This is an optimization exercise on Yosys and OpenROAD, whose aim is small area, a short achievable clock period and few clock cycles per item, not a production implementation.
Function was checked by simulation only, so behaviour that the tests miss may differ from the original.

===== config.mk =====
export PLATFORM = sky130hd
export DESIGN_NAME = alu
export DESIGN_NICKNAME = alu
export VERILOG_FILES = /design/flow/design.v
export SDC_FILE = /design/flow/constraint.sdc
export NUM_CORES = 4
export LEC_CHECK = 0
export CAP_MARGIN = 20
export CORE_MARGIN = 2
export CORE_UTILIZATION = 60
export SETUP_SLACK_MARGIN = 4.0
export SLEW_MARGIN = 20

===== constraint.sdc =====
create_clock -name core_clock -period 8.0 [get_ports {clock}]
set_input_delay 1.6000 -clock core_clock [delete_from_list [all_inputs] [get_ports {clock}]]
set_output_delay 1.6000 -clock core_clock [all_outputs]
set_load 0.01 [all_outputs]

===== design.v =====
`default_nettype none
package alu_pkg;
    localparam int data_width = 32;
    localparam int shift_width = 5;
    localparam int muldiv_steps = 32;
    typedef logic [data_width-1:0] alu_word_t;
    typedef enum logic [3:0] {
        op_add = 4'd0,
        op_sub = 4'd1,
        op_and = 4'd2,
        op_or  = 4'd3,
        op_sll = 4'd4,
        op_sra = 4'd5,
        op_mul = 4'd6,
        op_div = 4'd7,
        op_xor = 4'd8
    } alu_op_e;
    typedef enum logic [1:0] {
        st_idle = 2'd0,
        st_mul  = 2'd1,
        st_div  = 2'd2,
        st_hold = 2'd3
    } alu_state_e;
endpackage
`default_nettype wire
`default_nettype none
module sum_is_zero #(
    parameter int W = 32
) (
    input  wire logic [W-1:0] a,
    input  wire logic [W-1:0] b,
    input  wire logic         cin,
    output logic              zero
);
    assign zero = ((a ^ b) == {a[W-2:0] | b[W-2:0], cin});
endmodule
`default_nettype wire
`default_nettype none
module barrel_shifter (
    input  wire logic [31:0] value,
    input  wire logic [4:0]  shift_amount,
    input  wire logic        left,
    output logic [31:0]      shifted
);
    logic [31:0] rev_in, in_sel, r, rev_out;
    logic [63:0] wide;
    logic        fill;
    always_comb begin
        for (int i = 0; i < 32; i++) rev_in[i] = value[31-i];
    end
    assign fill   = !left && value[31];
    assign in_sel = left ? rev_in : value;
    assign wide   = {{32{fill}}, in_sel} >> shift_amount;
    assign r      = wide[31:0];
    always_comb begin
        for (int i = 0; i < 32; i++) rev_out[i] = r[31-i];
    end
    assign shifted = left ? rev_out : r;
endmodule
`default_nettype wire
`default_nettype none
module multiplier (
    input  wire logic        clock,
    input  wire logic        arst_n,
    input  wire logic        start,       
    input  wire logic [31:0] mag_a,
    input  wire logic [31:0] mag_b,
    input  wire logic [3:0]  dig_a,       
    input  wire logic [3:0]  dig_b,
    input  wire logic        sign,        
    input  wire logic        take,        
    output logic             busy,        
    output logic             ready,       
    output logic [31:0]      res,
    output logic             ovf
);
    typedef enum logic [1:0] {S_IDLE, S_STEP, S_DONE} st_e;
    st_e st;
    logic [31:0] mcand, mplier;
    logic [3:0]  cnt;
    logic [31:0] s_q, c_q;
    logic        sticky, neg;
    localparam int W = 42;
    logic [7:0]   d;
    logic [W-1:0] x [10];
    logic [W-33:0] up_q;     
    assign d = mplier[31:24];
    assign x[0] = {2'b0, s_q, 8'b0};
    assign x[1] = {2'b0, c_q, 8'b0};
    for (genvar i = 0; i < 8; i++) begin : g_pp
        assign x[2+i] = {{(W-32){1'b0}}, mcand & {32{d[i]}}} << i;
    end
    logic [W-1:0] a0, a1, a2, a3, a4, a5, b0, b1, b2, b3, c0, c1, e0, e1, f0, f1;
    assign a0 = x[2] ^ x[3] ^ x[4];
    assign a1 = ((x[2] & x[3]) | (x[2] & x[4]) | (x[3] & x[4])) << 1;
    assign a2 = x[5] ^ x[6] ^ x[7];
    assign a3 = ((x[5] & x[6]) | (x[5] & x[7]) | (x[6] & x[7])) << 1;
    assign a4 = x[8] ^ x[9] ^ x[0];
    assign a5 = ((x[8] & x[9]) | (x[8] & x[0]) | (x[9] & x[0])) << 1;
    assign b0 = a0 ^ a1 ^ a2;
    assign b1 = ((a0 & a1) | (a0 & a2) | (a1 & a2)) << 1;
    assign b2 = a3 ^ a4 ^ a5;
    assign b3 = ((a3 & a4) | (a3 & a5) | (a4 & a5)) << 1;
    assign c0 = b0 ^ b1 ^ b2;
    assign c1 = ((b0 & b1) | (b0 & b2) | (b1 & b2)) << 1;
    assign e0 = c0 ^ c1 ^ b3;
    assign e1 = ((c0 & c1) | (c0 & b3) | (c1 & b3)) << 1;
    assign f0 = e0 ^ e1 ^ x[1];
    assign f1 = ((e0 & e1) | (e0 & x[1]) | (e1 & x[1])) << 1;
    logic        swap;
    logic [3:0]  n;
    logic [31:0] mpl_sel;
    assign swap    = (dig_a < dig_b);
    assign n       = swap ? dig_a : dig_b;
    assign mpl_sel = swap ? mag_a : mag_b;
    logic [33:0] xs, xc, hs, hc, t;
    assign xs = {2'b00, s_q} ^ {34{neg}};
    assign xc = {2'b00, c_q} ^ {34{neg}};
    assign hs = xs ^ xc ^ {32'd0, neg, 1'b0};
    assign hc = ((xs & xc) | ({32'd0, neg, 1'b0} & (xs ^ xc))) << 1;
    assign t  = hs + hc;
    assign busy  = (st != S_IDLE);
    assign ready = (st == S_DONE);
    assign res   = t[31:0];
    assign ovf   = sticky || (|up_q) || (neg ? !(&t[33:31]) : (t[32] || t[31]));
    always_ff @(posedge clock or negedge arst_n) begin
        if (!arst_n) begin
            st <= S_IDLE;
        end else begin
            case (st)
                S_IDLE: if (start) st <= n[3] ? S_STEP : S_DONE;
                S_STEP: if (cnt[1:0] == 2'd0) st <= S_DONE;
                S_DONE: if (take) st <= S_IDLE;
                default: st <= S_IDLE;
            endcase
        end
    end
    always_ff @(posedge clock) begin
        case (st)
            S_IDLE: begin
                mcand  <= swap ? mag_b : mag_a;
                mplier <= mpl_sel << {~n[2:1], 3'b000};
                cnt    <= {n[3], 1'b0, n[2:1]};
                neg    <= sign && n[3];
                s_q    <= '0;
                c_q    <= '0;
                sticky <= 1'b0;
                up_q   <= '0;
            end
            S_STEP: begin
                mplier <= mplier << 8;
                cnt    <= cnt - 4'd1;
                s_q    <= f0[31:0];
                c_q    <= f1[31:0];
                up_q   <= f0[W-1:32] | f1[W-1:32];
                sticky <= sticky | (|up_q);
            end
            default: begin
                mplier <= mplier << 8;
                cnt    <= cnt - 4'd1;
            end
        endcase
    end
endmodule
`default_nettype wire
`default_nettype none
module divider (
    input  wire logic        clock,
    input  wire logic        arst_n,
    input  wire logic        start,
    input  wire logic [31:0] mag_a,
    input  wire logic [31:0] mag_b,
    input  wire logic [4:0]  len_a,       
    input  wire logic [4:0]  len_b,       
    input  wire logic        ext_a,       
    input  wire logic        ext_b,
    input  wire logic        b_zero,
    input  wire logic        sign,
    input  wire logic        flag,        
    input  wire logic        take,
    output logic             busy,
    output logic             ready,
    output logic [31:0]      mag,
    output logic             neg,
    output logic             ovf
);
    typedef enum logic [1:0] {S_IDLE, S_STEP, S_DONE} st_e;
    st_e st;
    logic [31:0] rem, q;
    logic [32:0] dv;
    logic [4:0]  cnt;
    logic [6:0]  diff;
    logic        none;
    logic [4:0]  k;
    assign diff = ({2'b0, len_a} + {6'd0, ext_a}) - ({2'b0, len_b} + {6'd0, ext_b});
    assign none = diff[6] || b_zero;
    assign k    = diff[4:0] | 5'd1;
    logic [32:0] h;
    logic [33:0] t1, t2a;
    logic [34:0] xs, xy, xz, cs, cc, t2b;
    logic        b1, b2;
    assign h   = {1'b0, dv[32:1]};
    assign t1  = {2'b0, rem} - {1'b0, dv};
    assign t2a = {2'b0, rem} - {1'b0, h};
    assign xs  = {3'b0, rem};
    assign xy  = ~{2'b0, dv};
    assign xz  = ~{2'b0, h};
    assign cs  = xs ^ xy ^ xz;
    assign cc  = {((xs[33:0] & xy[33:0]) | (xs[33:0] & xz[33:0]) | (xy[33:0] & xz[33:0])), 1'b1};
    logic [35:0] t2w;
    assign t2w = {cs, 1'b1} + {cc, 1'b1};
    assign t2b = t2w[35:1];
    assign b1  = !t1[33];
    assign b2  = b1 ? !t2b[34] : !t2a[33];
    assign busy  = (st != S_IDLE);
    assign ready = (st == S_DONE);
    assign mag   = q;
    always_ff @(posedge clock or negedge arst_n) begin
        if (!arst_n) begin
            st <= S_IDLE;
        end else begin
            case (st)
                S_IDLE: if (start) st <= none ? S_DONE : S_STEP;
                S_STEP: if (cnt == 5'd1) st <= S_DONE;
                S_DONE: if (take) st <= S_IDLE;
                default: st <= S_IDLE;
            endcase
        end
    end
    always_ff @(posedge clock) begin
        case (st)
            S_IDLE: begin
                rem <= mag_a;
                dv  <= {1'b0, mag_b} << k;
                cnt <= {1'b0, k[4:1]} + 5'd1;
                q   <= '0;
                neg <= sign;
                ovf <= flag;
            end
            S_STEP: begin
                cnt <= cnt - 5'd1;
                dv  <= dv >> 2;
                rem <= b1 ? (b2 ? t2b[31:0] : t1[31:0]) : (b2 ? t2a[31:0] : rem);
                q   <= {q[29:0], b1, b2};
            end
            default: begin
                cnt <= cnt - 5'd1;
                dv  <= dv >> 2;
            end
        endcase
    end
endmodule
`default_nettype wire
`default_nettype none
module alu (
    input  wire logic                            clock,
    input  wire logic                            arst_n,
    input  wire logic                            in_valid,
    output logic                                 in_ready,
    input  wire logic [3:0]                      op,
    input  wire alu_pkg::alu_word_t              operand_a,
    input  wire alu_pkg::alu_word_t              operand_b,
    input  wire logic [alu_pkg::shift_width-1:0] shift_amount,
    output logic                                 out_valid,
    input  wire logic                            out_ready,
    output alu_pkg::alu_word_t                   result,
    output logic                                 not_equal,
    output logic                                 less_than,
    output logic                                 overflow
);
    localparam int QD = 4;
    function automatic [4:0] msbpos(input [31:0] v);
        reg [15:0] n1; reg [15:0] p1;
        reg [7:0]  n2; reg [15:0] p2;
        reg [3:0]  n3; reg [11:0] p3;
        reg [1:0]  n4; reg [7:0]  p4;
        integer i;
        begin
            for (i = 0; i < 16; i = i + 1) begin
                n1[i] = v[2*i+1] | v[2*i];
                p1[i] = v[2*i+1];
            end
            for (i = 0; i < 8; i = i + 1) begin
                n2[i] = n1[2*i+1] | n1[2*i];
                p2[2*i +: 2] = n1[2*i+1] ? {1'b1, p1[2*i+1]} : {1'b0, p1[2*i]};
            end
            for (i = 0; i < 4; i = i + 1) begin
                n3[i] = n2[2*i+1] | n2[2*i];
                p3[3*i +: 3] = n2[2*i+1] ? {1'b1, p2[2*(2*i+1) +: 2]} : {1'b0, p2[2*(2*i) +: 2]};
            end
            for (i = 0; i < 2; i = i + 1) begin
                n4[i] = n3[2*i+1] | n3[2*i];
                p4[4*i +: 4] = n3[2*i+1] ? {1'b1, p3[3*(2*i+1) +: 3]} : {1'b0, p3[3*(2*i) +: 3]};
            end
            msbpos = n4[1] ? {1'b1, p4[7:4]} : {1'b0, p4[3:0]};
        end
    endfunction
    function automatic [4:0] onelen(input [31:0] x);
        reg [31:0] y;
        begin
            y = x ^ {32{x[31]}};
            onelen = msbpos({y[30:0], 1'b1});
        end
    endfunction
    function automatic pow2neg(input [31:0] x);
        reg [31:0] y;
        reg        m;
        integer i;
        begin
            y = ~x;
            m = x[31];
            for (i = 0; i < 31; i = i + 1) m = m & (y[i] | !y[i+1]);
            pow2neg = m;
        end
    endfunction
    function automatic [3:0] hexdig(input [31:0] x);
        reg [31:0] y;
        reg [7:0]  nz, ff, lowf, highz, m;
        integer i;
        begin
            y = x ^ {32{x[31]}};
            for (i = 0; i < 8; i = i + 1) begin
                nz[i] = |y[4*i +: 4];
                ff[i] = &y[4*i +: 4];
            end
            lowf[0] = 1'b1;
            for (i = 1; i < 8; i = i + 1) lowf[i] = lowf[i-1] & ff[i-1];
            highz[7] = !nz[7];
            for (i = 6; i >= 0; i = i - 1) highz[i] = highz[i+1] & !nz[i];
            m = nz | ({8{x[31]}} & lowf & highz);
            hexdig[3] = |m;
            if (|m[7:4]) begin
                hexdig[2] = 1'b1;
                if (|m[7:6]) hexdig[1:0] = {1'b1, m[7]};
                else         hexdig[1:0] = {1'b0, m[5]};
            end else begin
                hexdig[2] = 1'b0;
                if (|m[3:2]) hexdig[1:0] = {1'b1, m[3]};
                else         hexdig[1:0] = {1'b0, m[1]};
            end
        end
    endfunction
    function automatic [31:0] cond_neg(input [31:0] x, input s);
        reg [31:0] p;
        integer l, i;
        begin
            p = x;
            for (l = 0; l < 5; l = l + 1)
                for (i = 0; i < 32; i = i + 1)
                    if ((i >> l) & 1) p[i] = p[i] | p[((i >> l) << l) - 1];
            cond_neg = x ^ ({p[30:0], 1'b0} & {32{s}});
        end
    endfunction
    logic        xv;
    logic [31:0] xa, xb;
    logic [4:0]  xsh;
    logic        x_add, x_sub, x_and, x_or, x_xor, x_sll, x_sh, is_mul, is_div;
    logic [3:0]  x_ha, x_hb;
    logic [4:0]  x_la, x_lb;
    logic        x_ca, x_cb;
    logic        x_bz, x_dflag;
    logic x_go;
    always_ff @(posedge clock or negedge arst_n) begin
        if (!arst_n) xv <= 1'b0;
        else if (in_ready) xv <= in_valid;
    end
    always_ff @(posedge clock) begin
        if (in_ready) begin
            xa     <= operand_a;
            xb     <= (op == 4'd1) ? ~operand_b : operand_b;
            xsh    <= shift_amount;
            x_add  <= (op == 4'd0) || (op == 4'd1);
            x_sub  <= (op == 4'd1);
            x_and  <= (op == 4'd2);
            x_or   <= (op == 4'd3);
            x_xor  <= (op == 4'd8);
            x_sll  <= (op == 4'd4);
            x_sh   <= (op == 4'd4) || (op == 4'd5);
            is_mul <= (op == 4'd6);
            is_div <= (op == 4'd7);
            x_ha   <= hexdig(operand_a);
            x_hb   <= hexdig(operand_b);
            x_la   <= onelen(operand_a);
            x_lb   <= onelen(operand_b);
            x_ca   <= pow2neg(operand_a);
            x_cb   <= pow2neg(operand_b);
            x_bz   <= (operand_b == 32'd0);
            x_dflag <= (operand_b == 32'd0) || ((operand_a == 32'h80000000) && (&operand_b));
        end
    end
    logic [31:0] sum;
    logic [32:0] sum_w;
    logic        add_ovf;
    assign sum_w   = {xa, 1'b1} + {xb, x_sub};
    assign sum     = sum_w[32:1];
    assign add_ovf = (xa[31] == xb[31]) && (sum[31] != xa[31]);
    logic [31:0] shifted;
    barrel_shifter u_shift (
        .value(xa), .shift_amount(xsh), .left(x_sll), .shifted(shifted)
    );
    logic [34:0] simple_res;
    assign simple_res = ({35{x_add}} & {sum, 1'b1, sum[31] ^ add_ovf, add_ovf})
                      | ({35{x_and}} & {xa & xb, 3'b000})
                      | ({35{x_or}}  & {xa | xb, 3'b000})
                      | ({35{x_xor}} & {xa ^ xb, 3'b000})
                      | ({35{x_sh}}  & {shifted, 3'b000});
    logic        sa, sb;
    logic [31:0] mag_a, mag_b;
    assign sa = xa[31];
    assign sb = xb[31];
    assign mag_a = cond_neg(xa, sa);
    assign mag_b = cond_neg(xb, sb);
    logic [1:0]  q_kind [QD];
    logic [34:0] q_data [QD];
    logic [1:0]  q_head, q_tail;
    logic [2:0]  q_cnt;
    logic        mul_busy, mul_ready, mul_ovf;
    logic [31:0] mul_res;
    logic        div_busy, div_ready, div_neg, div_ovf;
    logic [31:0] div_mag;
    logic full;
    assign full = (q_cnt == QD);
    assign x_go = xv && !full && (is_mul ? !mul_busy : is_div ? !div_busy : 1'b1);
    logic [1:0] h_kind;
    logic       h_ready, o_load, take_mul, take_div;
    assign h_kind  = q_kind[q_head];
    assign h_ready = (q_cnt != 3'd0)
                  && ((h_kind == 2'd0) || ((h_kind == 2'd1) && mul_ready)
                                       || ((h_kind == 2'd2) && div_ready));
    assign o_load   = h_ready && (!out_valid || out_ready);
    assign take_mul = o_load && (h_kind == 2'd1);
    assign take_div = o_load && (h_kind == 2'd2);
    always_ff @(posedge clock or negedge arst_n) begin
        if (!arst_n) begin
            q_head <= '0;
            q_tail <= '0;
            q_cnt  <= '0;
        end else begin
            if (x_go)   q_tail <= q_tail + 2'd1;
            if (o_load) q_head <= q_head + 2'd1;
            q_cnt <= q_cnt + {2'd0, x_go} - {2'd0, o_load};
        end
    end
    always_ff @(posedge clock) begin
        if (!full) begin
            q_kind[q_tail] <= is_mul ? 2'd1 : is_div ? 2'd2 : 2'd0;
            q_data[q_tail] <= simple_res;
        end
    end
    logic       xv_n, mul_n, div_n, ismul_n, isdiv_n, full_n;
    assign xv_n    = in_ready ? in_valid : xv;
    assign ismul_n = in_ready ? (op == 4'd6) : is_mul;
    assign isdiv_n = in_ready ? (op == 4'd7) : is_div;
    assign mul_n   = (mul_busy && !take_mul) || (x_go && is_mul);
    assign div_n   = (div_busy && !take_div) || (x_go && is_div);
    assign full_n  = ((q_cnt == QD) && !o_load) || ((q_cnt == QD - 1) && x_go && !o_load);
    always_ff @(posedge clock or negedge arst_n) begin
        if (!arst_n) in_ready <= 1'b0;
        else in_ready <= !xv_n || (!full_n && (ismul_n ? !mul_n : isdiv_n ? !div_n : 1'b1));
    end
    multiplier u_mul (
        .clock(clock), .arst_n(arst_n),
        .start(x_go && is_mul),
        .mag_a(mag_a), .mag_b(mag_b), .dig_a(x_ha), .dig_b(x_hb),
        .sign(sa ^ sb), .take(take_mul),
        .busy(mul_busy), .ready(mul_ready), .res(mul_res), .ovf(mul_ovf)
    );
    divider u_div (
        .clock(clock), .arst_n(arst_n),
        .start(x_go && is_div),
        .mag_a(mag_a), .mag_b(mag_b), .len_a(x_la), .len_b(x_lb),
        .b_zero(x_bz), .sign(sa ^ sb), .ext_a(x_ca), .ext_b(x_cb), .flag(x_dflag), .take(take_div),
        .busy(div_busy), .ready(div_ready), .mag(div_mag), .neg(div_neg), .ovf(div_ovf)
    );
    logic [31:0] div_res;
    assign div_res = cond_neg(div_mag, div_neg);
    always_ff @(posedge clock or negedge arst_n) begin
        if (!arst_n) out_valid <= 1'b0;
        else if (!out_valid || out_ready) out_valid <= h_ready;
    end
    always_ff @(posedge clock) begin
        if (o_load) begin
            case (h_kind)
                2'd1:    {result, not_equal, less_than, overflow} <= {mul_res, 2'b00, mul_ovf};
                2'd2:    {result, not_equal, less_than, overflow} <= {div_res, 2'b00, div_ovf};
                default: {result, not_equal, less_than, overflow} <= {q_data[q_head][34:3],
                             q_data[q_head][2] && (|q_data[q_head][34:3]), q_data[q_head][1:0]};
            endcase
        end
    end
endmodule
`default_nettype wire

===== run.sh =====
#!/bin/bash
# synth_recipe.tcl (not shown) runs the flow's synth.tcl, then flattens the netlist and writes it again
# the make line also repeats each setting of config.mk as NAME=value (left out here)
make -C /OpenROAD-flow-scripts/flow DESIGN_CONFIG=/design/flow/config.mk WORK_HOME=/design/flow/orfs CLKGATE_MAP_FILE= SYNTH_SCRIPT=/design/flow/synth_recipe.tcl finish

==> reports/summary.txt, run 1 <==
Status: finished clean
Clock Latency Late Sink: 0.70 ns
Synth area leader: edfxtp_1
Die area: 82000 sq um
Synth Area in Adders: 0.191
Vias: 39400
TritonCTS clock tree: built
Setup Skew: 0.108 ns
Root Driver: clkbuf_16
Max Fclk: 0.252 GHz
Setup_tns: 0 ns
First-pass GRT wire length: 225 mm
Synthesized flop and latch total: 537
Syn. warnings: 5
Post-synthesis mux area share: 0.0519
Vias per cell: 6.27
1st-pass router iterations: 7
Chip width: 286 microns
Drt drc: 0
Max incr delay on CP: 0.65 ns
Area grow syn2layout: 11.4%
Final setup fails: 0
Number of library cell types mapped by synthesis: 86
Nets: 5822
Register area share after synthesis: 0.320
RSZ-0062 raised after global routing: true
MaxCap Viol Count: 0
Global Route Usage Sum: 0.359
Setup crit end kind: register
Period utilization: 0.496
FP Rows: 103
Port Buffers: 113
Area contributors post-synth: edfxtp_1 28%, fa_1 12%, ha_1 7.5%, inv_1 4.4%, nand2_1 3.8%
Num CTS Buffers: 60
Proportion of layout cells with a drive suffix above 1: 0.0892
Initial antenna violation count: 5
Final slew viol count: 0
GRT overflow: 0
Final hold viol count: 0
CP max stage cell: or4_1
WP data arrival: 4.51 ns
CP bufs+invs: 2
Clock Sinks: 537
Core ar.: 79000 sq um
Routability cong.: 1.02
Syn Area/Cell: 9.35 sq um
Post-synthesis instance area: 47800 sq um
Number of enable flip-flop cells after synthesis: 449
DR iter-0 viols: 4356
Synth top cells by count: 560 x inv_1, 487 x nand2_1, 449 x edfxtp_1, 372 x nor2_1, 344 x a21oi_1
Post-synthesis simple-gate area fraction: 0.152
Placed Cells: 6101
Die Y: 286 microns
Worst EP required: 8.54 ns
Crit path max fanout: 8
Clock Path Buffers: 3
Worst path cell trace: buf_4, or4_1, nor4_4, buf_4, nand2_1, o31ai_1, xnor2_1, o21ai_0, mux2_2, a21oi_1, a21oi_1, a311oi_1
# IOs: 114
Prevailing post-synth register cell: edfxtp_1
Pin count of the biggest net entering global routing: 78
Placed cell area: 49900 sq um
Initial core utilization: 0.605
Final Critical Period: 3.97 ns
CP Launch Type: register
Largest family of logic cells by synthesized area: adder cells
Cells after synthesis: 5113
Least-Margin Pin Slew: 1.22 ns
Vias in the first global route: 37500
H-tree levels: 2
Top cell family by delay on the critical path: compound AO/OA/AOI/OAI gates
Synth Area in Compound Gates: 0.162
Post-synth top area share: 0.282
DP Wirelength: 111 mm
Relative slew slack: 0.178
Syn nets: 5753
Final non-filler cell total: 6284
WL per Instance: 23.6 microns
Count leader, synth: inv_1
Worst-path clk slew: 0.06 ns
Final core occ: 0.675
Share of flip-flops with an asynchronous set or reset: 0.0261
Routed Antenna Nets: 0
Post-Synth XOR/XNOR Area: 0.0601
Hold WC Path Type: register to register
Routed WL: 148 mm
R2R setup slack: 4.03 ns
Post-layout instance area: 53300 sq um
Setup CP Type: register to register
==> per-layer routing <==
layer / track usage / part of all wire
met2: 0.558 / 0.45
met3: 0.0503 / 0.084
met5: 0 / 0.00032
met4: 0.162 / 0.052
met1: 0.502 / 0.41
==> registers in the layout, summed over array words and instances (netlist names), 8 cells and up <==
signal and count:
q_data 140, u_div.rem 32, u_mul.mplier 32, result 32
u_mul.up_q 10, u_mul.s_q 32, q_kind 8, xa 32
u_mul.c_q 26, u_div.q 32, u_div.dv 33, u_mul.mcand 32
xb 32
==> placed cells by master (no fill, tap or decap), types with 35 or more instances in the layout <==
master and n:
a21o_1 68, a21oi_1 333, a22oi_1 58, and2_1 216
buf_4 103, clkbuf_16 61, clkdlybuf4s50_1 111, dfxtp_1 71
edfxtp_1 449, fa_1 275, ha_1 271, inv_1 547
mux2i_1 58, mux4_2 76, nand2_1 485, nand2b_1 40
nand3_1 71, nand4_1 35, nor2_1 371, nor3_1 72
nor4_1 35, o211ai_1 35, o21ai_0 303, xnor2_1 194
xor2_1 126
==> path summary, 6_finish.rpt <==
kind,depth (start not counted),to,startpoint
max,12,u_mul.mplier[28],xa[2]
min reg2reg,1,u_mul.mplier[22],u_mul.mplier[14]
min in group asynchronous,1,q_head[1],arst_n
min,1,u_mul.mplier[22],u_mul.mplier[14]
max reg2reg,12,u_mul.mplier[28],xa[2]
max in group asynchronous,1,in_ready,arst_n
==> cells by family (layout without fill, tap and decap cells) <==
family,Yosys count,after routing
simple gates,1508,1508
compound gates,1224,1224
buf+inv,802,922
fa+ha+maj,563,563
flops,537,537
xor+xnor,328,328
mux,151,151
other cells,0,1
==> cell type report <==
type | instances | area [sq um]
multi-input cells | 3774 | 30100
fillers | 6467 | 25700
flip-flops and latches | 537 | 15300
repair buffers | 243 | 2390
inverters | 565 | 2130
clock buffers | 80 | 1620
well taps | 1050 | 1310
clock inverters | 33 | 395
repair inverters | 1 | 5.00
diodes | 1 | 2.50
==> what timing repair did <==
| item | 4_1_cts | 5_1_grt |
|---|---|---|
| cloned | 5 | 1 |
| setup endpoints to repair | 156 | 166 |
| setup buffers | 19 | 44 |
| pin swaps | 13 | 20 |
| hold buffers | 0 | 0 |
| gates resized for setup | 76 | 111 |
==> stage by stage <==
stage,hold slack [ns],setup slack (ns)
after floorplan,0.400,3.90
after detailed placement,0.428,2.76
final,0.401,4.03
after CTS,0.400,3.95
after global placement,0.416,2.92
after global routing,0.423,3.85
Testbench counts, summed over its fixed seeds: cycles 34,713, items 24,000.
==> run 2, diff against run 1 <==
--- a/config.mk
+++ b/config.mk
@@ -7,6 +7,6 @@
 export LEC_CHECK = 0
 export CAP_MARGIN = 20
 export CORE_MARGIN = 2
-export CORE_UTILIZATION = 60
-export SETUP_SLACK_MARGIN = 4.0
+export CORE_UTILIZATION = 70
+export SETUP_SLACK_MARGIN = 4.2
 export SLEW_MARGIN = 20
==> run 2 against run 1 <==
Effect of this change: still clean; cell area is 2.9% higher; routed wire length is 6.3% higher; worst setup slack worse by 0.13 ns; via count up 6.8%; hold slack improved by 0.026 ns; non-clock buffer count is 93 higher; final cell count decreased by 1.4%; critical path depth is 4 higher; fmax is 3.2% lower.
==> reports/summary.txt, run 2 <==
Synth area leader: edfxtp_1
Status: finished clean
Top Registers: q_data x140, u_div.dv x33
Initial core utilization: 0.710 (+0.104)
Syn nets: 5753 (unchanged)
Synth Area in Compound Gates: 0.162 (unchanged)
Number of library cell types mapped by synthesis: 86 (unchanged)
Routed WL: 157 mm (+6.3%)
Count leader, synth: inv_1
CP max stage cell: fa_1
MaxCap Viol Count: 0 (unchanged)
Synthesized flop and latch total: 537 (unchanged)
Post-synth top area share: 0.282 (unchanged)
Least-Margin Pin Slew: 1.29 ns (+0.0641 ns)
Global Route Usage Sum: 0.424 (+0.0658)
Max Fclk: 0.244 GHz (-3.2%)
WP data arrival: 4.61 ns (+0.10 ns)
Synth top cells by count: 560 x inv_1, 487 x nand2_1, 449 x edfxtp_1, 372 x nor2_1, 344 x a21oi_1
Hold WC Path Type: register to register
Worst-path clk slew: 0.06 ns (about the same)
Post-Place Worst Slack: 2.56 ns (-0.202 ns)
Fin worst setup slack: 3.90 ns (-0.129 ns)
# IOs: 114 (unchanged)
Fillers: 4106 (-37%)
Post-Synth XOR/XNOR Area: 0.0601 (unchanged)
Number of enable flip-flop cells after synthesis: 449 (unchanged)
CP Launch Type: register
Number of hold buffers added after cts: 0 (unchanged)
Final hold viol count: 0 (unchanged)
Commonest cells after routing, fill and taps aside: 540 x inv_1, 469 x nand2_1, 449 x edfxtp_1, 362 x nor2_1, 326 x a21oi_1
Relative slew slack: 0.135 (-0.0431)
GRT overflow: 0 (unchanged)
Port Buffers: 113 (unchanged)
RSZ-0062 raised after global routing: true
Clock Sinks: 537 (unchanged)
Area contributors post-synth: edfxtp_1 28%, fa_1 12%, ha_1 7.5%, inv_1 4.4%, nand2_1 3.8%
Crit path max fanout: 7 (-1)
Setup crit end kind: register
DP Wirelength: 106 mm (-4.4%)
Clock Latency Late Sink: 0.71 ns (about the same)
TritonCTS clock tree: built
Cells after synthesis: 5113 (unchanged)
Worst EP required: 8.51 ns (-0.03 ns)
Drt drc: 0 (unchanged)
Final Critical Period: 4.10 ns (+0.129 ns)
Die Y: 265 microns (-7.3%)
Prevailing post-synth register cell: edfxtp_1
Area grow syn2layout: 14.6%
Period utilization: 0.512 (+0.0162)
Num CTS Buffers: 59 (-1.7%)
Max incr delay on CP: 0.52 ns (-0.13 ns)
Final setup fails: 0 (unchanged)
Largest register by flop count: q_data
Routed Antenna Nets: 0 (unchanged)
Post-synthesis instance area: 47800 sq um (unchanged)
Final slew viol count: 0 (unchanged)
Commonest non-fill, non-tap cell in the layout: inv_1
Root Driver: clkbuf_16
Nets: 5914 (+1.6%)
Chip width: 265 microns (-7.3%)
Share of flip-flops with an asynchronous set or reset: 0.0261 (unchanged)
Setup_tns: 0 ns (unchanged)
Largest family of logic cells by synthesized area: adder cells
FP Rows: 95 (-7.8%)
WL per Instance: 25.4 microns (+7.8%)
Register area share after synthesis: 0.320 (unchanged)
DR iter-0 viols: 6263 (+44%)
1st-pass router iterations: 7 (unchanged)
Core ar.: 67400 sq um (-15%)
Initial antenna violation count: 1 (-4)
Setup Skew: 0.0770 ns (-0.0309 ns)
H-tree levels: 2 (unchanged)
Proportion of layout cells with a drive suffix above 1: 0.130 (+0.0409)
Setup CP Type: register to register
Vias in the first global route: 38900 (+3.7%)
Post-synthesis mux area share: 0.0519 (unchanged)
Worst path cell trace: fa_1, ha_4, o21a_1, o31a_1, nor4_4, o31ai_2, buf_4, a41oi_4, o21ai_4, a41oi_4, buf_4, buf_6, buf_12, buf_16, or4_1, a31oi_1
Syn Area/Cell: 9.35 sq um (unchanged)
Synth Area in Adders: 0.191 (unchanged)
Post-synthesis simple-gate area fraction: 0.152 (unchanged)
Syn. warnings: 5 (unchanged)
Pin count of the biggest net entering global routing: 78 (unchanged)
Vias: 42100 (+6.8%)
First-pass GRT wire length: 229 mm (+1.6%)
Max reg flops: 140 (unchanged)
Die area: 70400 sq um (-14%)
Routability cong.: 1.07 (+5.6%)
Vias per cell: 6.79 (+8.3%)
Clock Path Buffers: 3 (unchanged)
[run 2: worst paths after layout]
kind                                  startpoint               end  slack, ns  cells past startpoint
worst min-delay path            u_mul.mplier[15]  u_mul.mplier[23]       0.43                      1
worst max-delay path                u_div.rem[3]     u_div.rem[17]       3.90                     16
worst max register to register      u_div.rem[3]     u_div.rem[17]       3.90                     16
min in group asynchronous                 arst_n         q_tail[1]       1.43                      1
max in group asynchronous                 arst_n          in_ready       5.87                      1
worst min register to register  u_mul.mplier[15]  u_mul.mplier[23]       0.43                      1
[run 2: metrics by stage]
step                cell area [sq um]  hold WS, ns   util  instances
floorplan                       47900        0.400      -       5113
global placement                49700        0.404  0.737       5917
detailed placement              49700        0.423  0.737       5917
CTS                             53000        0.437  0.787       6101
global route                    54800        0.452  0.813       6198
finish                          54800        0.427  0.813       6199
[run 2: logic make-up (layout without fill, tap and decap cells)]
family / after synthesis / after routing
adders and majority gates: 563 / 563
xor gates and xnor gates: 328 / 328
other: 0 / 1
AOI/OAI and AO/OA: 1224 / 1224
muxes: 151 / 151
DFF: 537 / 537
and+or+nand+nor: 1508 / 1508
buffers and inverters: 802 / 1014
[run 2: what timing repair did]
item / 4_1_cts / 5_1_grt
pin swaps: 48 / 100
cloned: 5 / 9
buffers inserted: 67 / 88
gates resized for setup: 161 / 225
setup endpoints to repair: 278 / 247
[run 2: critical path, delay by kind of cell (launching register included)]
| family | cells | cell delay, ns |
|---|---|---|
| compound gates | 7 | 1.38 |
| simple gates | 2 | 0.49 |
| buf+inv | 5 | 0.77 |
| fa+ha+maj | 2 | 0.86 |
| flops | 1 | 0.43 |
[run 2: cell type report]
cell class / count / area [sq um] / area share
antenna: 1 / 2.50 / 0.0000457
clock buffer: 75 / 1550 / 0.0282
clock inverter: 37 / 443 / 0.00808
inverter: 565 / 2140 / 0.0390
multi-input combinational: 3774 / 30700 / 0.560
sequential: 537 / 15300 / 0.280
tap: 873 / 1090 / 0.0199
timing repair buffer: 336 / 3510 / 0.0641
timing repair inverter: 1 / 7.51 / 0.000137
[run 2: layer usage]
metal,track usage,vias to the layer above,part of all wire
met5,0,-,0
met2,0.646,3082,0.44
li1,-,18300,-
met1,0.573,20000,0.36
met4,0.228,0,0.075
met3,0.0909,726,0.12
==> run 3, diff against run 2 <==
--- a/design.v
+++ b/design.v
@@ -80,33 +80,44 @@
     logic [3:0]  cnt;
     logic [31:0] s_q, c_q;
     logic        sticky, neg;
-    localparam int W = 42;
-    logic [7:0]   d;
-    logic [W-1:0] x [10];
-    logic [W-33:0] up_q;     
+    logic [7:0]  d;
+    logic [31:0] x [10];
+    logic [7:0]  hi [10];     
+    logic        up_q;        
     assign d = mplier[31:24];
-    assign x[0] = {2'b0, s_q, 8'b0};
-    assign x[1] = {2'b0, c_q, 8'b0};
+    assign x[0]  = {s_q[23:0], 8'b0};
+    assign hi[0] = s_q[31:24];
+    assign x[1]  = {c_q[23:0], 8'b0};
+    assign hi[1] = c_q[31:24];
     for (genvar i = 0; i < 8; i++) begin : g_pp
-        assign x[2+i] = {{(W-32){1'b0}}, mcand & {32{d[i]}}} << i;
+        logic [39:0] pp;
+        assign pp      = {8'b0, mcand & {32{d[i]}}} << i;
+        assign x[2+i]  = pp[31:0];
+        assign hi[2+i] = pp[39:32];
     end
-    logic [W-1:0] a0, a1, a2, a3, a4, a5, b0, b1, b2, b3, c0, c1, e0, e1, f0, f1;
+    logic [31:0] a0, a1, a2, a3, a4, a5, b0, b1, b2, b3, c0, c1, e0, e1, f0, f1;
+    logic [7:0]  drop;
     assign a0 = x[2] ^ x[3] ^ x[4];
-    assign a1 = ((x[2] & x[3]) | (x[2] & x[4]) | (x[3] & x[4])) << 1;
+    assign {drop[0], a1} = {((x[2] & x[3]) | (x[2] & x[4]) | (x[3] & x[4])), 1'b0};
     assign a2 = x[5] ^ x[6] ^ x[7];
-    assign a3 = ((x[5] & x[6]) | (x[5] & x[7]) | (x[6] & x[7])) << 1;
+    assign {drop[1], a3} = {((x[5] & x[6]) | (x[5] & x[7]) | (x[6] & x[7])), 1'b0};
     assign a4 = x[8] ^ x[9] ^ x[0];
-    assign a5 = ((x[8] & x[9]) | (x[8] & x[0]) | (x[9] & x[0])) << 1;
+    assign {drop[2], a5} = {((x[8] & x[9]) | (x[8] & x[0]) | (x[9] & x[0])), 1'b0};
     assign b0 = a0 ^ a1 ^ a2;
-    assign b1 = ((a0 & a1) | (a0 & a2) | (a1 & a2)) << 1;
+    assign {drop[3], b1} = {((a0 & a1) | (a0 & a2) | (a1 & a2)), 1'b0};
     assign b2 = a3 ^ a4 ^ a5;
-    assign b3 = ((a3 & a4) | (a3 & a5) | (a4 & a5)) << 1;
+    assign {drop[4], b3} = {((a3 & a4) | (a3 & a5) | (a4 & a5)), 1'b0};
     assign c0 = b0 ^ b1 ^ b2;
-    assign c1 = ((b0 & b1) | (b0 & b2) | (b1 & b2)) << 1;
+    assign {drop[5], c1} = {((b0 & b1) | (b0 & b2) | (b1 & b2)), 1'b0};
     assign e0 = c0 ^ c1 ^ b3;
-    assign e1 = ((c0 & c1) | (c0 & b3) | (c1 & b3)) << 1;
+    assign {drop[6], e1} = {((c0 & c1) | (c0 & b3) | (c1 & b3)), 1'b0};
     assign f0 = e0 ^ e1 ^ x[1];
-    assign f1 = ((e0 & e1) | (e0 & x[1]) | (e1 & x[1])) << 1;
+    assign {drop[7], f1} = {((e0 & e1) | (e0 & x[1]) | (e1 & x[1])), 1'b0};
+    logic up;
+    always_comb begin
+        up = |drop;
+        for (int i = 0; i < 10; i++) up = up | (|hi[i]);
+    end
     logic        swap;
     logic [3:0]  n;
     logic [31:0] mpl_sel;
@@ -122,7 +133,7 @@
     assign busy  = (st != S_IDLE);
     assign ready = (st == S_DONE);
     assign res   = t[31:0];
-    assign ovf   = sticky || (|up_q) || (neg ? !(&t[33:31]) : (t[32] || t[31]));
+    assign ovf   = sticky || up_q || (neg ? !(&t[33:31]) : (t[32] || t[31]));
     always_ff @(posedge clock or negedge arst_n) begin
         if (!arst_n) begin
             st <= S_IDLE;
@@ -145,15 +156,15 @@
                 s_q    <= '0;
                 c_q    <= '0;
                 sticky <= 1'b0;
-                up_q   <= '0;
+                up_q   <= 1'b0;
             end
             S_STEP: begin
                 mplier <= mplier << 8;
                 cnt    <= cnt - 4'd1;
                 s_q    <= f0[31:0];
                 c_q    <= f1[31:0];
-                up_q   <= f0[W-1:32] | f1[W-1:32];
-                sticky <= sticky | (|up_q);
+                up_q   <= up;
+                sticky <= sticky | up_q;
             end
             default: begin
                 mplier <= mplier << 8;
--- a/config.mk
+++ b/config.mk
@@ -7,6 +7,6 @@
 export LEC_CHECK = 0
 export CAP_MARGIN = 20
 export CORE_MARGIN = 2
-export CORE_UTILIZATION = 70
-export SETUP_SLACK_MARGIN = 4.2
+export CORE_UTILIZATION = 60
+export SETUP_SLACK_MARGIN = 4.0
 export SLEW_MARGIN = 20
==> run 3 against run 2 <==
Effect of this change: still clean; utilization fell by 13 points; register-to-register slack got worse by 0.05 ns; clock-buffer cell count rose by 1; synthesized cell count fell by 2.5%; final cell count fell by 0.45%; clock skew fell by 0.016 ns; global-route usage fell by 6.1 points; cell area fell by 3.7%; fmax fell by 1.3%; sequential share of layout area rose by 0.56 points; via count fell by 6.9%; worst setup slack got worse by 0.053 ns; critical path type unchanged; largest cell class unchanged; highest routed layer is now met5.
==> reports/summary.txt, run 3 <==
GRT overflow: 0 (unchanged)
Routed WL: 149 mm (-5.4%)
Placed cell area: 48600 sq um (-2.1%)
Period utilization: 0.519 (+0.00664)
Chip width: 283 microns (+6.5%)
Die Y: 283 microns (+6.5%)
Number of enable flip-flop cells after synthesis: 440 (-2.0%)
Initial antenna violation count: 3 (+2)
Setup_tns: 0 ns (unchanged)
Die area: 79800 sq um (+13%)
Largest register by flop count: q_data
Top Registers: q_data x140, u_div.dv x33
Num CTS Buffers: 60 (+1.7%)
Post-layout instance area: 52800 sq um (-3.7%)
Relative slew slack: 0.127 (-0.00851)
Clock Latency Late Sink: 0.67 ns (-0.04 ns)
Post-synthesis instance area: 46600 sq um (-2.7%)
CP Launch Type: register
Number of library cell types mapped by synthesis: 95 (+10%)
Worst-path clk slew: 0.07 ns (about the same)
Syn. warnings: 6 (+1)
DR iter-0 viols: 3983 (-36%)
Root Driver: clkbuf_16
Commonest non-fill, non-tap cell in the layout: inv_1
Post-synth top area share: 0.284 (+0.00187)
Syn Area/Cell: 9.34 sq um (-0.17%)
WP data arrival: 4.57 ns (-0.04 ns)
Fillers: 6214 (+51%)
RR Endpoint: overflow
Least-Margin Pin Slew: 1.30 ns (+0.0127 ns)
Max Fclk: 0.241 GHz (-1.3%)
Setup crit end kind: register
# IOs: 114 (unchanged)
Clock Sinks: 528 (-1.7%)
Commonest cells after routing, fill and taps aside: 466 x inv_1, 447 x nand2_1, 440 x edfxtp_1, 372 x nor2_1, 336 x a21oi_1
Port Buffers: 113 (unchanged)
Setup CP Type: register to register
FP Rows: 102 (+7.4%)
Worst EP required: 8.42 ns (-0.09 ns)
Pin count of the biggest net entering global routing: 72 (-7.7%)
Status: finished clean
Crit path max fanout: 5 (-2)
Share of flip-flops with an asynchronous set or reset: 0.0265 (+0.000444)
Hold WC Path Type: register to register
Final setup fails: 0 (unchanged)
Worst setup path startpoint: u_mul.neg
DP Wirelength: 109 mm (+2.8%)
Vias in the first global route: 36300 (-6.7%)
Setup Skew: 0.0606 ns (-0.0164 ns)
Synthesized flop and latch total: 528 (-1.7%)
TritonCTS clock tree: built
Met1 usage: 0.497 (-0.0758)
Synth top cells by count: 489 x inv_1, 454 x nand2_1, 440 x edfxtp_1, 377 x nor2_1, 351 x a21oi_1
GRT Max-Usage Layer: met2
Proportion of layout cells with a drive suffix above 1: 0.108 (-0.0217)
Routability cong.: 1.02 (-4.9%)
GRT met2 Usage: 0.579 (-0.0670)
Worst R2R Path Depth: 16 (unchanged)
RSZ-0062 raised after global routing: true
WL per Instance: 24.1 microns (-5.0%)
Synth area leader: edfxtp_1
Register area share after synthesis: 0.323 (+0.00291)
R2R setup slack: 3.85 ns (-0.05 ns)
Crit path to: overflow
Number of hold buffers added after cts: 0 (unchanged)
Final slew viol count: 0 (unchanged)
Max reg flops: 140 (unchanged)
Nets: 5674 (-4.1%)
First-pass GRT wire length: 220 mm (-4.0%)
Global Route Usage Sum: 0.363 (-0.0613)
Area contributors post-synth: edfxtp_1 28%, fa_1 10%, ha_1 7.4%, inv_1 3.9%, a21oi_1 3.8%
Initial core utilization: 0.604 (-0.106)
Cells after synthesis: 4986 (-2.5%)
Core ar.: 77100 sq um (+14%)
1st-pass router iterations: 7 (unchanged)
Final Critical Period: 4.15 ns (+0.0531 ns)
Final hold viol count: 0 (unchanged)
Syn nets: 5581 (-3.0%)
Count leader, synth: inv_1
Met3 usage: 0.0574 (-0.0335)
Clock Path Buffers: 3 (unchanged)
Drt drc: 0 (unchanged)
Routed Antenna Nets: 0 (unchanged)
WHS: 0.428 ns (+0.000699 ns)
Vias per cell: 6.35 (-6.5%)
MaxCap Viol Count: 0 (unchanged)
Area grow syn2layout: 13.3%
Worst reg2reg path startpoint: u_mul.neg
Vias: 39200 (-6.9%)
Prevailing post-synth register cell: edfxtp_1
H-tree levels: 2 (unchanged)
run 3: cell types whose count changed in the layout (fill, tap and decap cells not counted), moves of 14 or more:
| cell | change |
|---|---|
| and2_1 | -14 |
| inv_1 | -74 |
| buf_4 | -24 |
| mux2i_1 | +38 |
| and3_1 | +38 |
| ha_1 | -30 |
| o21ai_0 | -76 |
| and2_4 | -28 |
| fa_1 | -33 |
| nand2_1 | -22 |
| o21ai_1 | +41 |
| a31oi_1 | +17 |
run 3: worst min-delay path by stage:
| stage | cells past startpoint | slack [ns] | from | endpoint |
|---|---|---|---|---|
| after floorplan | 2 | 0.40 | u_mul.mplier[9] | u_mul.mplier[17] |
| after global placement | 2 | 0.40 | u_mul.mplier[9] | u_mul.mplier[17] |
| after detailed placement | 2 | 0.41 | u_mul.mplier[9] | u_mul.mplier[17] |
| after CTS | 2 | 0.42 | u_mul.mplier[3] | u_mul.mplier[11] |
| after global routing | 1 | 0.45 | u_mul.cnt[0] | u_mul.cnt[0] |
| final | 2 | 0.43 | u_mul.mplier[9] | u_mul.mplier[17] |
run 3: cells by family (layout without fill, tap and decap cells):
family | after synthesis | after routing | share of synthesized area
compound gates | 1189 | 1189 | 0.162
xor+xnor | 324 | 324 | 0.0609
fa+ha+maj | 518 | 518 | 0.178
buf+inv | 744 | 887 | 0.0602
flops | 528 | 528 | 0.323
mux | 187 | 187 | 0.0597
other cells | 0 | 2 | 0
simple gates | 1496 | 1496 | 0.156
run 3: layout make-up:
cell class              instances  area [sq um]  area share
repair buffers                281          2790      0.0529
well taps                    1040          1300      0.0247
flip-flops and latches        528         15100       0.286
multi-input cells            3714         29700       0.562
clock buffers                  76          1660      0.0314
diodes                          2          5.00   0.0000948
inverters                     494          1870      0.0354
clock inverters                36           398     0.00754
run 3: critical path: stages, from the launching register on:
cell and delay, ns:
edfxtp_1 0.42, buf_6 0.16, buf_12 0.12, buf_4 0.13, xor2_1 0.16, ha_1 0.36, ha_4 0.30, o21a_1 0.12
nor2_1 0.05, o21ai_2 0.18, a311oi_2 0.16, o41ai_4 0.44, a41oi_2 0.16, o311a_1 0.36, xnor2_2 0.15, or4b_1 0.48
and3_1 0.17
run 3: stage by stage:
| step | cells | worst slack [ns] | util |
|---|---|---|---|
| 2_1_floorplan | 4986 | 3.93 | - |
| 3_3_place_gp | 5941 | 2.69 | 0.630 |
| 3_5_place_dp | 5941 | 2.57 | 0.630 |
| 4_1_cts | 6091 | 3.91 | 0.667 |
| 5_1_grt | 6170 | 3.73 | 0.685 |
| 6_report | 6171 | 3.85 | 0.685 |
run 3: per-layer routing:
| metal | part of all wire | vias to the layer above |
|---|---|---|
| met4 | 0.046 | 4 |
| met3 | 0.086 | 372 |
| li1 | - | 17900 |
| met1 | 0.41 | 19100 |
| met5 | 0.00018 | - |
| met2 | 0.46 | 1870 |
run 3: timing repair:
action | in CTS | in global routing
pin swaps | 28 | 67
endpoints found under the setup margin | 157 | 173
resized for setup | 83 | 153
gates cloned | 3 | 6
buffers inserted | 35 | 72
Testbench counts of run 3, summed over its fixed seeds: cycles 34,713, items 24,000.
==> run 4, diff against run 3 <==
--- a/design.v
+++ b/design.v
@@ -65,8 +65,10 @@
     input  wire logic        start,       
     input  wire logic [31:0] mag_a,
     input  wire logic [31:0] mag_b,
-    input  wire logic [3:0]  dig_a,       
-    input  wire logic [3:0]  dig_b,
+    input  wire logic [4:0]  len_a,       
+    input  wire logic [4:0]  len_b,       
+    input  wire logic        ext_a,       
+    input  wire logic        ext_b,
     input  wire logic        sign,        
     input  wire logic        take,        
     output logic             busy,        
@@ -118,11 +120,19 @@
         up = |drop;
         for (int i = 0; i < 10; i++) up = up | (|hi[i]);
     end
-    logic        swap;
-    logic [3:0]  n;
+    logic        swap, nz_a, nz_b;
+    logic [4:0]  len_m;
+    logic        ext_m;
+    logic [5:0]  lm1;
+    logic [2:0]  n;
     logic [31:0] mpl_sel;
-    assign swap    = (dig_a < dig_b);
-    assign n       = swap ? dig_a : dig_b;
+    assign swap    = (len_a < len_b);
+    assign nz_a    = (len_a != 5'd0) || ext_a;
+    assign nz_b    = (len_b != 5'd0) || ext_b;
+    assign len_m   = swap ? len_a : len_b;
+    assign ext_m   = swap ? ext_a : ext_b;
+    assign lm1     = {1'b0, len_m} + {5'd0, ext_m} - 6'd1;
+    assign n       = {swap ? nz_a : nz_b, lm1[4:3]};
     assign mpl_sel = swap ? mag_a : mag_b;
     logic [33:0] xs, xc, hs, hc, t;
     assign xs = {2'b00, s_q} ^ {34{neg}};
@@ -139,7 +149,7 @@
             st <= S_IDLE;
         end else begin
             case (st)
-                S_IDLE: if (start) st <= n[3] ? S_STEP : S_DONE;
+                S_IDLE: if (start) st <= n[2] ? S_STEP : S_DONE;
                 S_STEP: if (cnt[1:0] == 2'd0) st <= S_DONE;
                 S_DONE: if (take) st <= S_IDLE;
                 default: st <= S_IDLE;
@@ -150,9 +160,9 @@
         case (st)
             S_IDLE: begin
                 mcand  <= swap ? mag_b : mag_a;
-                mplier <= mpl_sel << {~n[2:1], 3'b000};
-                cnt    <= {n[3], 1'b0, n[2:1]};
-                neg    <= sign && n[3];
+                mplier <= mpl_sel << {~n[1:0], 3'b000};
+                cnt    <= {2'b00, n[1:0]};
+                neg    <= sign && nz_a && nz_b;
                 s_q    <= '0;
                 c_q    <= '0;
                 sticky <= 1'b0;
@@ -324,33 +334,6 @@
             pow2neg = m;
         end
     endfunction
-    function automatic [3:0] hexdig(input [31:0] x);
-        reg [31:0] y;
-        reg [7:0]  nz, ff, lowf, highz, m;
-        integer i;
-        begin
-            y = x ^ {32{x[31]}};
-            for (i = 0; i < 8; i = i + 1) begin
-                nz[i] = |y[4*i +: 4];
-                ff[i] = &y[4*i +: 4];
-            end
-            lowf[0] = 1'b1;
-            for (i = 1; i < 8; i = i + 1) lowf[i] = lowf[i-1] & ff[i-1];
-            highz[7] = !nz[7];
-            for (i = 6; i >= 0; i = i - 1) highz[i] = highz[i+1] & !nz[i];
-            m = nz | ({8{x[31]}} & lowf & highz);
-            hexdig[3] = |m;
-            if (|m[7:4]) begin
-                hexdig[2] = 1'b1;
-                if (|m[7:6]) hexdig[1:0] = {1'b1, m[7]};
-                else         hexdig[1:0] = {1'b0, m[5]};
-            end else begin
-                hexdig[2] = 1'b0;
-                if (|m[3:2]) hexdig[1:0] = {1'b1, m[3]};
-                else         hexdig[1:0] = {1'b0, m[1]};
-            end
-        end
-    endfunction
     function automatic [31:0] cond_neg(input [31:0] x, input s);
         reg [31:0] p;
         integer l, i;
@@ -366,7 +349,6 @@
     logic [31:0] xa, xb;
     logic [4:0]  xsh;
     logic        x_add, x_sub, x_and, x_or, x_xor, x_sll, x_sh, is_mul, is_div;
-    logic [3:0]  x_ha, x_hb;
     logic [4:0]  x_la, x_lb;
     logic        x_ca, x_cb;
     logic        x_bz, x_dflag;
@@ -389,8 +371,6 @@
             x_sh   <= (op == 4'd4) || (op == 4'd5);
             is_mul <= (op == 4'd6);
             is_div <= (op == 4'd7);
-            x_ha   <= hexdig(operand_a);
-            x_hb   <= hexdig(operand_b);
             x_la   <= onelen(operand_a);
             x_lb   <= onelen(operand_b);
             x_ca   <= pow2neg(operand_a);
@@ -472,7 +452,7 @@
     multiplier u_mul (
         .clock(clock), .arst_n(arst_n),
         .start(x_go && is_mul),
-        .mag_a(mag_a), .mag_b(mag_b), .dig_a(x_ha), .dig_b(x_hb),
+        .mag_a(mag_a), .mag_b(mag_b), .len_a(x_la), .len_b(x_lb), .ext_a(x_ca), .ext_b(x_cb),
         .sign(sa ^ sb), .take(take_mul),
         .busy(mul_busy), .ready(mul_ready), .res(mul_res), .ovf(mul_ovf)
     );
==> run 4 against run 3 <==
Effect of this change: synthesized area down 1.7%; hold slack got worse by 0.0028 ns; fmax increased by 3.9%; still clean on timing, DRC and antenna; cell area shrank 2.4%; final cell count is 3.8% lower; die area decreased by 1.6%; worst setup slack improved by 0.15 ns; via count shrank 3.0%; global-route usage about the same.
==> reports/summary.txt, run 4 <==
Syn nets: 5429 (-2.7%)
Number of hold buffers added after cts: 0 (unchanged)
Largest register by flop count: q_data
Post-Place Worst Slack: 2.84 ns (+0.269 ns)
Clock Path Buffers: 3 (unchanged)
Max reg flops: 140 (unchanged)
DR iter-0 viols: 4186 (+5.1%)
Top Registers: q_data x140, u_div.dv x33
R2R setup slack: 4.00 ns (+0.15 ns)
Hold depth: 1 (-1)
Max Fclk: 0.250 GHz (+3.9%)
RSZ-0062 raised after global routing: true
Drt drc: 0 (unchanged)
Worst EP required: 8.51 ns (+0.09 ns)
Post-synthesis instance area: 45800 sq um (-1.7%)
FP Rows: 101 (-0.98%)
Status: finished clean
Core ar.: 75700 sq um (-1.8%)
Post-synth top area share: 0.283 (-0.000454)
1st-pass router iterations: 8 (+1)
Prevailing post-synth register cell: edfxtp_1
Syn. warnings: 6 (unchanged)
Vias: 38000 (-3.0%)
Root Driver: clkbuf_16
Area grow syn2layout: 12.5%
Final hold viol count: 0 (unchanged)
Proportion of layout cells with a drive suffix above 1: 0.108 (about the same)
RR Endpoint: u_div.dv[29]
Period utilization: 0.500 (-0.0193)
Clock Sinks: 520 (-1.5%)
Initial antenna violation count: 2 (-1)
Area contributors post-synth: edfxtp_1 28%, fa_1 11%, ha_1 7.5%, inv_1 4.1%, xnor2_1 4.1%
Setup Skew: 0.0772 ns (+0.0166 ns)
Least-Margin Pin Slew: 1.24 ns (-0.0592 ns)
Port Buffers: 113 (unchanged)
H-tree levels: 2 (unchanged)
Reg area: 14800 sq um (-1.5%)
Setup crit end kind: register
Fillers: 6081 (-2.1%)
DP Wirelength: 107 mm (-1.9%)
Pin count of the biggest net entering global routing: 66 (-8.3%)
Max incr delay on CP: 0.76 ns (+0.28 ns)
Die Y: 280 microns (-0.82%)
Register area share after synthesis: 0.323 (about the same)
Number of enable flip-flop cells after synthesis: 432 (-1.8%)
Number of library cell types mapped by synthesis: 84 (-12%)
GRT overflow: 0 (unchanged)
Global Route Usage Sum: 0.363 (-0.000406)
Share of flip-flops with an asynchronous set or reset: 0.0269 (+0.000408)
Worst-path clk slew: 0.07 ns (about the same)
Hold Path End: u_mul.mplier[8]
Final slew viol count: 0 (unchanged)
Routability cong.: 1.03 (+0.47%)
Initial core utilization: 0.605 (+0.000857)
Commonest cells after routing, fill and taps aside: 474 x nand2_1, 472 x inv_1, 432 x edfxtp_1, 341 x nor2_1, 257 x o21ai_0
Commonest non-fill, non-tap cell in the layout: nand2_1
Relative slew slack: 0.166 (+0.0397)
Worst path cell trace: buf_4, nor4_4, nand3_2, or4b_2, nand2_1, xnor2_1, o21ai_0, mux2_2, nor3_1, a311oi_1, o22ai_1
Worst R2R Path Depth: 11 (-5)
TritonCTS clock tree: built
Top cell family by delay on the critical path: simple AND/OR/NAND/NOR gates
Cells after synthesis: 4834 (-3.0%)
Worst setup path startpoint: xb[0]
Placed Cells: 5750 (-3.2%)
Vias in the first global route: 35800 (-1.4%)
Num CTS Buffers: 58 (-3.3%)
Syn Area/Cell: 9.47 sq um (+1.4%)
Nets: 5505 (-3.0%)
WP data arrival: 4.51 ns (-0.06 ns)
CP bufs+invs: 1 (-2)
Worst Hold Launch: u_mul.mplier[0]
Routed WL: 145 mm (-2.7%)
First-pass GRT wire length: 216 mm (-1.6%)
Final non-filler cell total: 5939 (-3.8%)
MaxCap Viol Count: 0 (unchanged)
Clock Latency Late Sink: 0.68 ns (about the same)
Crit path max fanout: 10 (+5)
Final Critical Period: 4.00 ns (-0.155 ns)
Chip width: 280 microns (-0.82%)
Setup_tns: 0 ns (unchanged)
Synth area leader: edfxtp_1
# IOs: 114 (unchanged)
CP max stage cell: or4b_2
Hold WC Path Type: register to register
Final setup fails: 0 (unchanged)
Die area: 78500 sq um (-1.6%)
Final core occ: 0.680 (-0.00421)
Synthesized flop and latch total: 520 (-1.5%)
CP Launch Type: register
Vias per cell: 6.40 (+0.74%)
WL per Instance: 24.4 microns (+1.1%)
Count leader, synth: inv_1
Multi-input gate area: 29100 sq um (-2.1%)
WHS: 0.425 ns (-0.00279 ns)
Fin worst setup slack: 4.00 ns (+0.155 ns)
Synth top cells by count: 497 x inv_1, 475 x nand2_1, 432 x edfxtp_1, 346 x nor2_1, 275 x ha_1
Routed Antenna Nets: 0 (unchanged)
Setup CP Type: register to register
Worst reg2reg path startpoint: xb[0]
[run 4: cell families after synthesis]
kind of cell    after synthesis  share of synthesized area
flops                       520                      0.323
buf+inv                     730                     0.0599
mux                         191                     0.0632
simple gates               1421                      0.149
fa+ha+maj                   518                      0.181
compound gates             1114                      0.159
xor+xnor                    340                     0.0650
[run 4: layout make-up]
cell class	count	share of cell area
Antenna cell	2	0.0000972
Clock buffer	65	0.0303
Clock inverter	44	0.0105
Inverter	500	0.0367
Multi-Input combinational cell	3584	0.564
Sequential cell	520	0.288
Tap cell	978	0.0238
Timing Repair Buffer	245	0.0459
Timing Repair inverter	1	0.0000972
[run 4: routing by layer]
metal / GRT usage / vias up / routed length, microns
met4: 0.156 / 2 / 7340
met3: 0.0605 / 385 / 12600
met2: 0.575 / 1777 / 66300
met1: 0.494 / 18500 / 58800
li1: - / 17300 / -
met5: 0 / - / 8
[run 4: per-stage QoR]
stage	cell area [sq um]
after CTS	50700
after global placement	47800
after global routing	51500
after detailed placement	47800
after floorplan	45900
final	51500
[run 4: worst max path at each step]
stage,depth (start not counted),endpoint,slack [ns]
2_1_floorplan,16,q_cnt[2],3.93
3_3_place_gp,15,u_div.rem[27],2.95
3_5_place_dp,14,u_div.rem[29],2.84
4_1_cts,17,u_div.rem[29],3.86
5_1_grt,11,u_div.dv[29],3.91
6_report,11,u_div.dv[29],4.00
[run 4: repair_timing]
item	CTS	global route
buffers inserted	45	26
setup endpoints to repair	225	158
gates cloned	3	4
pin swaps	19	35
resized for setup	98	112
Testbench counts of run 4, summed over its fixed seeds: cycles 34,713, items 24,000.
==> run 5, diff against run 4 <==
--- a/design.v
+++ b/design.v
@@ -135,8 +135,8 @@
     assign n       = {swap ? nz_a : nz_b, lm1[4:3]};
     assign mpl_sel = swap ? mag_a : mag_b;
     logic [33:0] xs, xc, hs, hc, t;
-    assign xs = {2'b00, s_q} ^ {34{neg}};
-    assign xc = {2'b00, c_q} ^ {34{neg}};
+    assign xs = {{2{neg}}, s_q};
+    assign xc = {{2{neg}}, c_q};
     assign hs = xs ^ xc ^ {32'd0, neg, 1'b0};
     assign hc = ((xs & xc) | ({32'd0, neg, 1'b0} & (xs ^ xc))) << 1;
     assign t  = hs + hc;
@@ -171,8 +171,8 @@
             S_STEP: begin
                 mplier <= mplier << 8;
                 cnt    <= cnt - 4'd1;
-                s_q    <= f0[31:0];
-                c_q    <= f1[31:0];
+                s_q    <= f0[31:0] ^ {32{neg && (cnt[1:0] == 2'd0)}};
+                c_q    <= f1[31:0] ^ {32{neg && (cnt[1:0] == 2'd0)}};
                 up_q   <= up;
                 sticky <= sticky | up_q;
             end
--- a/config.mk
+++ b/config.mk
@@ -8,5 +8,5 @@
 export CAP_MARGIN = 20
 export CORE_MARGIN = 2
 export CORE_UTILIZATION = 60
-export SETUP_SLACK_MARGIN = 4.0
+export SETUP_SLACK_MARGIN = 4.2
 export SLEW_MARGIN = 20
==> run 5 against run 4 <==
Effect of this change: still clean on timing, DRC and antenna; fmax is 0.82% lower; register-to-register slack worse by 0.03 ns; clock-buffer cell count is 9 higher; hold slack better by 0.0047 ns; routed wire length is 3.5% higher; clock skew is 0.012 ns lower; critical path type unchanged.
==> reports/summary.txt, run 5 <==
Status: finished clean
Least-Margin Pin Slew: 1.27 ns (+0.0245 ns)
Proportion of layout cells with a drive suffix above 1: 0.145 (+0.0364)
Share of flip-flops with an asynchronous set or reset: 0.0269 (-0.0000517)
Chip width: 281 microns (+0.25%)
Num CTS Buffers: 56 (-3.4%)
WL per Instance: 24.1 microns (-1.2%)
Pin count of the biggest net entering global routing: 70 (+6.1%)
Routed Antenna Nets: 0 (unchanged)
Hold WC Path Type: register to register
WHS: 0.430 ns (+0.00474 ns)
Synth Area in Adders: 0.182 (+0.000482)
Post-synthesis instance area: 46000 sq um (+0.52%)
Syn nets: 5567 (+2.5%)
Syn. warnings: 6 (unchanged)
Commonest non-fill, non-tap cell in the layout: nand2_1
Count leader, synth: inv_1
Placed Cells: 5935 (+3.2%)
FP Rows: 101 (unchanged)
# IOs: 114 (unchanged)
Initial core utilization: 0.606 (+0.00110)
DP Wirelength: 108 mm (+0.80%)
Setup_tns: 0 ns (unchanged)
Prevailing post-synth register cell: edfxtp_1
Synth top cells by count: 510 x inv_1, 496 x nand2_1, 462 x nor2_1, 433 x edfxtp_1, 345 x o21ai_0
Post-synth top area share: 0.283 (-0.000803)
Setup crit end kind: register
Global Route Usage Sum: 0.371 (+0.00864)
Synth Area in Compound Gates: 0.165 (+0.00612)
Fillers: 5863 (-3.6%)
Number of hold buffers added after cts: 0 (unchanged)
Register area share after synthesis: 0.322 (-0.00101)
H-tree levels: 2 (unchanged)
Post-synthesis mux area share: 0.0576 (-0.00557)
Nets: 5739 (+4.3%)
Clock Sinks: 521 (+0.19%)
Max reg flops: 140 (unchanged)
Root Driver: clkbuf_16
Setup Skew: 0.0653 ns (-0.0118 ns)
Die area: 78900 sq um (+0.51%)
RSZ-0062 raised after global routing: true
Setup CP Type: register to register
Final hold viol count: 0 (unchanged)
Number of enable flip-flop cells after synthesis: 433 (+0.23%)
Clock Path Buffers: 3 (unchanged)
Synthesized flop and latch total: 521 (+0.19%)
Vias in the first global route: 36900 (+3.2%)
Die Y: 281 microns (+0.25%)
Largest register by flop count: q_data
Post-layout instance area: 53300 sq um (+3.4%)
Top Registers: q_data x140, u_div.dv x33
CP Launch Type: register
Final non-filler cell total: 6223 (+4.8%)
Largest family of logic cells by synthesized area: adder cells
Final slew viol count: 0 (unchanged)
Syn Area/Cell: 9.26 sq um (-2.3%)
Worst EP required: 8.35 ns (-0.16 ns)
Routability cong.: 0.972 (-5.3%)
Number of library cell types mapped by synthesis: 90 (+7.1%)
WP data arrival: 4.38 ns (-0.13 ns)
Cells after synthesis: 4971 (+2.8%)
Commonest cells after routing, fill and taps aside: 484 x nand2_1, 453 x nor2_1, 450 x inv_1, 433 x edfxtp_1, 319 x o21ai_0
Relative slew slack: 0.150 (-0.0164)
Initial antenna violation count: 4 (+2)
DR iter-0 viols: 4704 (+12%)
GRT overflow: 0 (unchanged)
Post-synthesis simple-gate area fraction: 0.150 (+0.00160)
Final setup fails: 0 (unchanged)
==> run 5: changes by cell type in the layout (fill, tap and decap cells not counted), sizes merged, moves of 21 or more <==
cell   before  now
nor2      346  463
buf       127  231
o21ai     271  346
and2      181  124
a21oi     263  286
a22oi      41   19
mux2       33   12
nand2     475  496
==> run 5: layout make-up <==
cell class	instances	area [sq um]	share of cell area
flip-flops and latches	521	14900	0.279
clock inverters	32	314	0.00589
inverters	514	1960	0.0368
clock buffers	74	1560	0.0293
multi-input cells	3701	29700	0.558
repair inverters	1	5.00	0.0000939
diodes	2	5.00	0.0000939
well taps	1030	1290	0.0242
repair buffers	348	3540	0.0665
==> run 5: what timing repair did <==
action                     4_1_cts  5_1_grt
pin swaps                       60      143
setup buffers                   87       81
cloned                           4        7
setup endpoints to repair      224      210
gates resized for setup        185      250
==> run 5: cells by family after synthesis <==
group,Yosys count
simple gates,1494
xor+xnor,323
flops,521
compound gates,1192
buf+inv,750
mux,172
fa+ha+maj,519
==> run 5: critical path, stage by stage (launching register included) <==
cell	delay (ns)
edfxtp_1	0.55
and2_4	0.25
fa_1	0.55
inv_2	0.05
fa_1	0.52
inv_1	0.06
fa_1	0.47
inv_1	0.05
fa_1	0.49
inv_2	0.04
fa_2	0.52
xor2_1	0.15
nor2_1	0.07
==> run 5: routing by layer <==
metal | wire (microns) | global-route usage | up-vias
li1 | - | - | 17900
met1 | 60900 | 0.515 | 19100
met2 | 67500 | 0.579 | 2078
met3 | 13900 | 0.0621 | 417
met4 | 7740 | 0.155 | 6
met5 | 38 | 0 | -
==> run 5: path summary, 6_finish.rpt <==
| check | startpoint | cells past startpoint | endpoint |
|---|---|---|---|
| max | u_mul.mcand[20] | 12 | u_mul.s_q[22] |
| min | u_mul.mplier[10] | 2 | u_mul.mplier[18] |
| max reg2reg | u_mul.mcand[20] | 12 | u_mul.s_q[22] |
| min reg2reg | u_mul.mplier[10] | 2 | u_mul.mplier[18] |
| max in group asynchronous | arst_n | 1 | q_head[0] |
| min in group asynchronous | arst_n | 1 | q_tail[0] |
==> run 5: metrics by stage <==
step            util
2_1_floorplan      -
3_3_place_gp   0.633
3_5_place_dp   0.634
4_1_cts        0.680
5_1_grt        0.701
6_report       0.701
Testbench counts of run 5, summed over its fixed seeds: cycles 34,713, items 24,000.

[separate check: timing with driven ports]
The flow's constraints put no driver on any port. The routed layouts listed below were extracted and timed again, unchanged, in two steps.
Step 1 assumes that a clkbuf_16 drives the clock port and a buf_2 every other input.
Step 2 also shifts input and output timing later by t, the mid clock arrival at the registers, as if the neighbouring blocks saw the same clock.
Three values: ideal, step 1, step 2; two values: the first two.
| run | t, ns | setup slack, ns | worst setup path at the end | slew at the worst register clock pin (ns) | worst slew at a driven data input, ns |
|---|---|---|---|---|---|
| run 1 | 0.713 | 4.030 / 4.030 / 3.573 | input to register | 0.07 / 0.07 | 0.07 |
| run 2 | 0.746 | 3.901 / 3.901 / 3.594 | input to register | 0.07 / 0.07 | 0.06 |
| run 3 | 0.718 | 3.847 / 3.847 / 3.442 | input to register | 0.07 / 0.07 | 0.08 |
| run 4 | 0.722 | 4.002 / 4.002 / 3.539 | input to register | 0.07 / 0.07 | 0.12 |
| run 5 | 0.711 | 3.969 / 3.969 / 3.749 | input to register | 0.07 / 0.07 | 0.04 |
After both steps every run listed still meets setup and hold. The setup slack of run 4, which loses most, moves by 0.000 ns with the drivers and by -0.463 ns with both steps.
